Background: an optimization exercise with open tools, aiming at small area, a short achievable clock period and few clock cycles per item. Do not read the settings as production practice.
RTL that was checked went through simulation tests only; none was proved equivalent to the original.

== job 1303 ==
==> flow/design.v <==
module aes_inv_cipher_iter #(
  parameter int NR    = 10,
  parameter int IDX_W = 4
) (
  input  logic             clk,
  input  logic             rst_n,
  input  logic             in_valid,
  output logic             in_ready,
  input  logic [127:0]     in_data,
  output logic [IDX_W-1:0] rk_idx,
  input  logic [127:0]     rk_data,
  output logic             out_valid,
  input  logic             out_ready,
  output logic [127:0]     out_data,
  output logic             busy
);
  function automatic logic [3:0] gf4_mul(input logic [3:0] a, input logic [3:0] b);
    logic [6:0] p;
    p = '0;
    for (int i = 0; i < 4; i++) p = p ^ ((b[i] ? 7'(a) : 7'd0) << i);
    if (p[6]) p = p ^ 7'b1100100;
    if (p[5]) p = p ^ 7'b0110010;
    if (p[4]) p = p ^ 7'b0011001;
    gf4_mul = p[3:0];
  endfunction
  function automatic logic [3:0] gf4_inv(input logic [3:0] a);
    case (a)
      4'h0: gf4_inv = 4'h0; 4'h1: gf4_inv = 4'h1; 4'h2: gf4_inv = 4'hc; 4'h3: gf4_inv = 4'h8; 4'h4: gf4_inv = 4'h6; 4'h5: gf4_inv = 4'hf; 4'h6: gf4_inv = 4'h4; 4'h7: gf4_inv = 4'he; 4'h8: gf4_inv = 4'h3; 4'h9: gf4_inv = 4'hd; 4'ha: gf4_inv = 4'hb; 4'hb: gf4_inv = 4'ha; 4'hc: gf4_inv = 4'h2; 4'hd: gf4_inv = 4'h9; 4'he: gf4_inv = 4'h7; 4'hf: gf4_inv = 4'h5;
      default: gf4_inv = 4'h0;
    endcase
  endfunction
  function automatic logic [11:0] sb_f1(input logic [7:0] b);
    logic [7:0] x;
    logic [3:0] a1, a0, d, di;
    x[0] = ~(b[1] ^ b[7]);
    x[1] = ~(b[1] ^ b[3] ^ b[7]);
    x[2] = b[1] ^ b[2] ^ b[6];
    x[3] = b[2] ^ b[3] ^ b[5] ^ b[6];
    x[4] = b[0] ^ b[4] ^ b[5];
    x[5] = ~(b[0] ^ b[1] ^ b[2] ^ b[4] ^ b[5] ^ b[7]);
    x[6] = ~(b[0] ^ b[3]);
    x[7] = b[3] ^ b[4] ^ b[5] ^ b[6];
    a1 = x[7:4];
    a0 = x[3:0];
    d  = {a1[1] ^ a1[2] ^ a0[2] ^ a0[3], a1[3] ^ a0[1] ^ a0[3], a1[0] ^ a1[2] ^ a1[3] ^ a0[3], a1[2] ^ a1[3] ^ a0[0] ^ a0[2] ^ a0[3]} ^ gf4_mul(a1, a0);
    di = gf4_inv(d);
    sb_f1 = {a1, a0, di};
  endfunction
  function automatic logic [7:0] sb_f2(input logic [11:0] v);
    sb_f2 = {gf4_mul(v[11:8], v[3:0]), gf4_mul(v[11:8] ^ v[7:4], v[3:0])};
  endfunction
  function automatic logic [7:0] sb_back(input logic [7:0] o);
    sb_back[0] = o[0] ^ o[1] ^ o[2] ^ o[3] ^ o[4] ^ o[5];
    sb_back[1] = o[4] ^ o[7];
    sb_back[2] = o[3] ^ o[4] ^ o[5] ^ o[7];
    sb_back[3] = o[3] ^ o[4] ^ o[7];
    sb_back[4] = o[1] ^ o[2] ^ o[4] ^ o[5];
    sb_back[5] = o[2] ^ o[3] ^ o[5] ^ o[6];
    sb_back[6] = o[1] ^ o[3] ^ o[5] ^ o[7];
    sb_back[7] = o[2] ^ o[3] ^ o[7];
  endfunction
  function automatic logic [7:0] xtime(input logic [7:0] a);
    xtime = {a[6:0], 1'b0} ^ (a[7] ? 8'h1b : 8'h00);
  endfunction
  function automatic logic [127:0] inv_mix_columns(input logic [127:0] s);
    logic [127:0] o;
    logic [7:0]   a0, a1, a2, a3, u, v, t;
    o = '0;
    for (int c = 0; c < 4; c++) begin
      a0 = s[127-32*c -: 8];
      a1 = s[119-32*c -: 8];
      a2 = s[111-32*c -: 8];
      a3 = s[103-32*c -: 8];
      u  = xtime(xtime(a0 ^ a2));
      v  = xtime(xtime(a1 ^ a3));
      a0 = a0 ^ u;
      a1 = a1 ^ v;
      a2 = a2 ^ u;
      a3 = a3 ^ v;
      t  = a0 ^ a1 ^ a2 ^ a3;
      o[127-32*c -: 8] = a0 ^ t ^ xtime(a0 ^ a1);
      o[119-32*c -: 8] = a1 ^ t ^ xtime(a1 ^ a2);
      o[111-32*c -: 8] = a2 ^ t ^ xtime(a2 ^ a3);
      o[103-32*c -: 8] = a3 ^ t ^ xtime(a3 ^ a0);
    end
    inv_mix_columns = o;
  endfunction
  logic [191:0] r1;
  logic [127:0] r0, r2;
  logic         v0, done0, v1, v2;
  logic [3:0]   k0, k1, k2;        
  logic         hold0, frozen, acc;
  logic [191:0] s1;
  logic [127:0] s2, s3;
  logic         ov_q, busy_q, ir_q, irt_q, rr_q, sel_q, ir;
  logic [3:0]   idx_q;
  logic         v0_nx, done0_nx, v1_nx, v2_nx;
  logic [3:0]   k0_nx, k1_nx, k2_nx, idx_nx;
  assign out_valid = ov_q;
  assign busy      = busy_q;
  assign ir        = ir_q | (irt_q & out_ready);
  assign in_ready  = ir;
  assign rk_idx    = (rr_q & out_ready) ? 4'd10 : idx_q;
  assign out_data  = r0;
  assign acc       = in_valid & ir;
  function automatic logic [191:0] stage1(input logic [127:0] s);
    for (int r = 0; r < 4; r++)
      for (int c = 0; c < 4; c++)
        stage1[191-12*(r+4*c) -: 12] = sb_f1(s[127-8*(r+4*((c-r+4)%4)) -: 8]);
  endfunction
  function automatic logic [127:0] stage2(input logic [191:0] s, input logic [127:0] d,
                                          input logic sel);
    for (int i = 0; i < 16; i++)
      stage2[127-8*i -: 8] = sel ? d[127-8*i -: 8] : sb_back(sb_f2(s[191-12*i -: 12]));
  endfunction
  assign s1 = stage1(r0);
  assign s2 = stage2(r1, in_data, sel_q) ^ rk_data;
  assign s3 = (k2 == 4'd10 || k2 == 4'd0) ? r2 : inv_mix_columns(r2);
  assign hold0  = v0 & done0 & !out_ready;
  assign frozen = hold0 & v2;
  always_ff @(posedge clk) begin
    if (!hold0)          r0 <= s3;
    if (!frozen || !v1)  r1 <= s1;
    if (!frozen)         r2 <= s2;
  end
  always_comb begin
    v0_nx = v0;  done0_nx = done0;  k0_nx = k0;
    v1_nx = v1;  k1_nx    = k1;
    v2_nx = v2;  k2_nx    = k2;
    if (!hold0) begin
      v0_nx    = v2;
      done0_nx = (k2 == 4'd0);
      k0_nx    = k2;
    end
    if (!frozen) begin
      v2_nx = v1 | acc;
      k2_nx = acc ? 4'd10 : k1;
    end
    if (!frozen || !v1) begin
      v1_nx = v0 & !done0;
      k1_nx = k0 - 4'd1;
    end
    if (v0_nx & !done0_nx)                       idx_nx = k0_nx - 4'd1;
    else if (v1_nx & v0_nx & done0_nx & v2_nx)   idx_nx = k1_nx;
    else                                         idx_nx = 4'd10;
  end
  always_ff @(posedge clk or negedge rst_n) begin
    if (!rst_n) begin
      v0 <= 1'b0;  done0 <= 1'b0;  k0 <= 4'd0;
      v1 <= 1'b0;  k1    <= 4'd0;
      v2 <= 1'b0;  k2    <= 4'd0;
      ov_q   <= 1'b0;
      busy_q <= 1'b0;
      ir_q   <= 1'b1;
      irt_q  <= 1'b0;
      rr_q   <= 1'b0;
      sel_q  <= 1'b1;
      idx_q  <= 4'd10;
    end else begin
      v0 <= v0_nx;  done0 <= done0_nx;  k0 <= k0_nx;
      v1 <= v1_nx;  k1    <= k1_nx;
      v2 <= v2_nx;  k2    <= k2_nx;
      ov_q   <= v0_nx & done0_nx;
      busy_q <= v0_nx | v1_nx | v2_nx;
      ir_q   <= !v1_nx & !(v0_nx & done0_nx & v2_nx) & (rk_idx == 4'd10);
      irt_q  <= !v1_nx & v0_nx & done0_nx & v2_nx & (rk_idx == 4'd10);
      rr_q   <= v0_nx & done0_nx & v1_nx & v2_nx;
      sel_q  <= !v1_nx;
      idx_q  <= idx_nx;
    end
  end
endmodule
clock: 6.0 ns
lec_check: 0
cap_margin: 20
core_margin: 2
core_utilization: 30
place_density: 0.42
setup_slack_margin: 2.5
slew_margin: 20
standard.sh (not shown) runs the stock make flow with config.mk's settings and CLKGATE_MAP_FILE= SYNTH_SCRIPT=/design/flow/synth_recipe.tcl, a recipe that flattens the netlist after the stock synthesis.
==> flow/flow/run.sh <==
#!/bin/bash
# Layout flow: the standard flow (standard.sh), with two changes.
#  1. After the standard synthesis, the combinational logic is mapped again by Yosys/ABC with
#     ABC's default area-oriented script; every register instance of the standard synthesis is
#     kept as it is (same name, same cell). See resynth.ys.
#  2. The port buffers are buf_1 cells (buffer_ports otherwise picks clkdlybuf4s50_1).
# Each tool's output goes to a log file in this folder.
set -euo pipefail
export BUFFER_PORTS_ARGS="-buffer_cell sky130_fd_sc_hd__buf_1"
R=orfs/results/sky130hd/aes_inv_cipher_iter/base

bash standard.sh synth > standard_synth.log 2>&1

cp $R/1_2_yosys.v $R/1_2_yosys_standard.v
LIB=$FLOW_HOME/platforms/sky130hd/lib/sky130_fd_sc_hd__tt_025C_1v80.lib
DONT_USE=$(sed -n '/^export DONT_USE_CELLS += /,/^$/p' $FLOW_HOME/platforms/sky130hd/config.mk \
  | grep -o 'sky130_fd_sc_hd__[A-Za-z0-9_]*' | sed 's/^/-dont_use /' | tr '\n' ' ')
SEQ=$(grep -o 'sky130_fd_sc_hd__[A-Za-z0-9_]*' $R/1_2_yosys_standard.v | sort -u | grep -E '__(e?dfx|e?dfr|e?dfs|e?dfb|sdf|dl|sedf)' | tr '\n' ' ')
sed -e "s#@SEQ@#$SEQ#g" -e "s#@LIB@#$LIB#g" -e "s#@NETLIST@#$R/1_2_yosys_standard.v#g" -e "s#@OUT@#$R/1_2_yosys.v#g" \
    -e "s#@DONT_USE@#$DONT_USE#g" flow/resynth.ys > resynth_run.ys
yosys -l resynth.log -q resynth_run.ys > resynth_stdout.log 2>&1
rm -f $R/1_synth.odb $R/1_synth.sdc

bash standard.sh > standard.log 2>&1
==> flow/flow/resynth.ys <==
# Map the combinational logic of the standard synthesis again; keep the registers as they are.
read_liberty -ignore_miss_func @LIB@
read_verilog @NETLIST@
hierarchy -top aes_inv_cipher_iter
# the register cells stay instances of their library cells; everything else is flattened
setattr -mod -set keep_hierarchy 1 @SEQ@
flatten
rename -hide w:*.*
hierarchy -top aes_inv_cipher_iter
opt -purge
abc -liberty @LIB@ @DONT_USE@
opt_clean -purge
hilomap -singleton -hicell sky130_fd_sc_hd__conb_1 HI -locell sky130_fd_sc_hd__conb_1 LO
blackbox @SEQ@
stat -liberty @LIB@
write_verilog -noattr -noexpr -nohex -nodec @OUT@
Testbench counts of job 1303, summed over its fixed seeds: cycles 2,128, blocks 192.
Setup changes, job 1303 to job 7804
--- a/flow/design.v
+++ b/flow/design.v
@@ -44,10 +44,10 @@
     a0 = x[3:0];
     d  = {a1[1] ^ a1[2] ^ a0[2] ^ a0[3], a1[3] ^ a0[1] ^ a0[3], a1[0] ^ a1[2] ^ a1[3] ^ a0[3], a1[2] ^ a1[3] ^ a0[0] ^ a0[2] ^ a0[3]} ^ gf4_mul(a1, a0);
     di = gf4_inv(d);
-    sb_f1 = {a1, a0, di};
+    sb_f1 = {a1, a1 ^ a0, di};
   endfunction
   function automatic logic [7:0] sb_f2(input logic [11:0] v);
-    sb_f2 = {gf4_mul(v[11:8], v[3:0]), gf4_mul(v[11:8] ^ v[7:4], v[3:0])};
+    sb_f2 = {gf4_mul(v[11:8], v[3:0]), gf4_mul(v[7:4], v[3:0])};
   endfunction
   function automatic logic [7:0] sb_back(input logic [7:0] o);
     sb_back[0] = o[0] ^ o[1] ^ o[2] ^ o[3] ^ o[4] ^ o[5];
[summary]
Count of cells along the worst register-to-register path | job 7804 above job 1303. Job 1303 -> job 7804: standard-cell row count increased by a few percent. In job 7804, the final setup slack of the worst path came out 0.026 ns above the value in job 1303. Going from job 1303 to job 7804, floorplan core area grows by 5500 sq um. met4 as the topmost layer with routed signal wires was reported by job 7804, and met5 by job 1303. Looking at wire length of the first global-routing pass, job 7804 sits above job 1303. Of job 7804 and job 1303, the run reporting the lower global-route met2 utilization was job 7804.
Function not checked in job 7804: the RTL went through the layout flow alone.

==> separate check: timing with driven ports <==
No port has a modelled driver above. Below, the same layouts with a new extraction and two added sets of constraints. Step 1 sets driving cells, clkbuf_16 on the clock port and buf_2 on the other inputs (assumed; they add their load-dependent delay and slew). Step 2 times the ports against the registers' clock, not the clock port: input delays grow and output delays shrink by t, the midpoint of the rising clock arrivals with the driver on. a / b / c = ideal ports / drivers / drivers and shift; a / b = the first two.
run | shift t [ns] | slack for setup (ns) | clock arrival spread, ns | worst data-port slew with drivers (ns)
job 1303 | 0.703 | 2.670 / 2.670 / 2.113 | 0.032 / 0.032 | 0.13
job 7804 | 0.698 | 2.696 / 2.696 / 2.090 | 0.025 / 0.026 | 0.05
After both steps every run listed still meets setup and hold. For job 7804, which loses most, drivers alone change the setup slack by 0.000 ns; drivers and shift together by -0.606 ns.
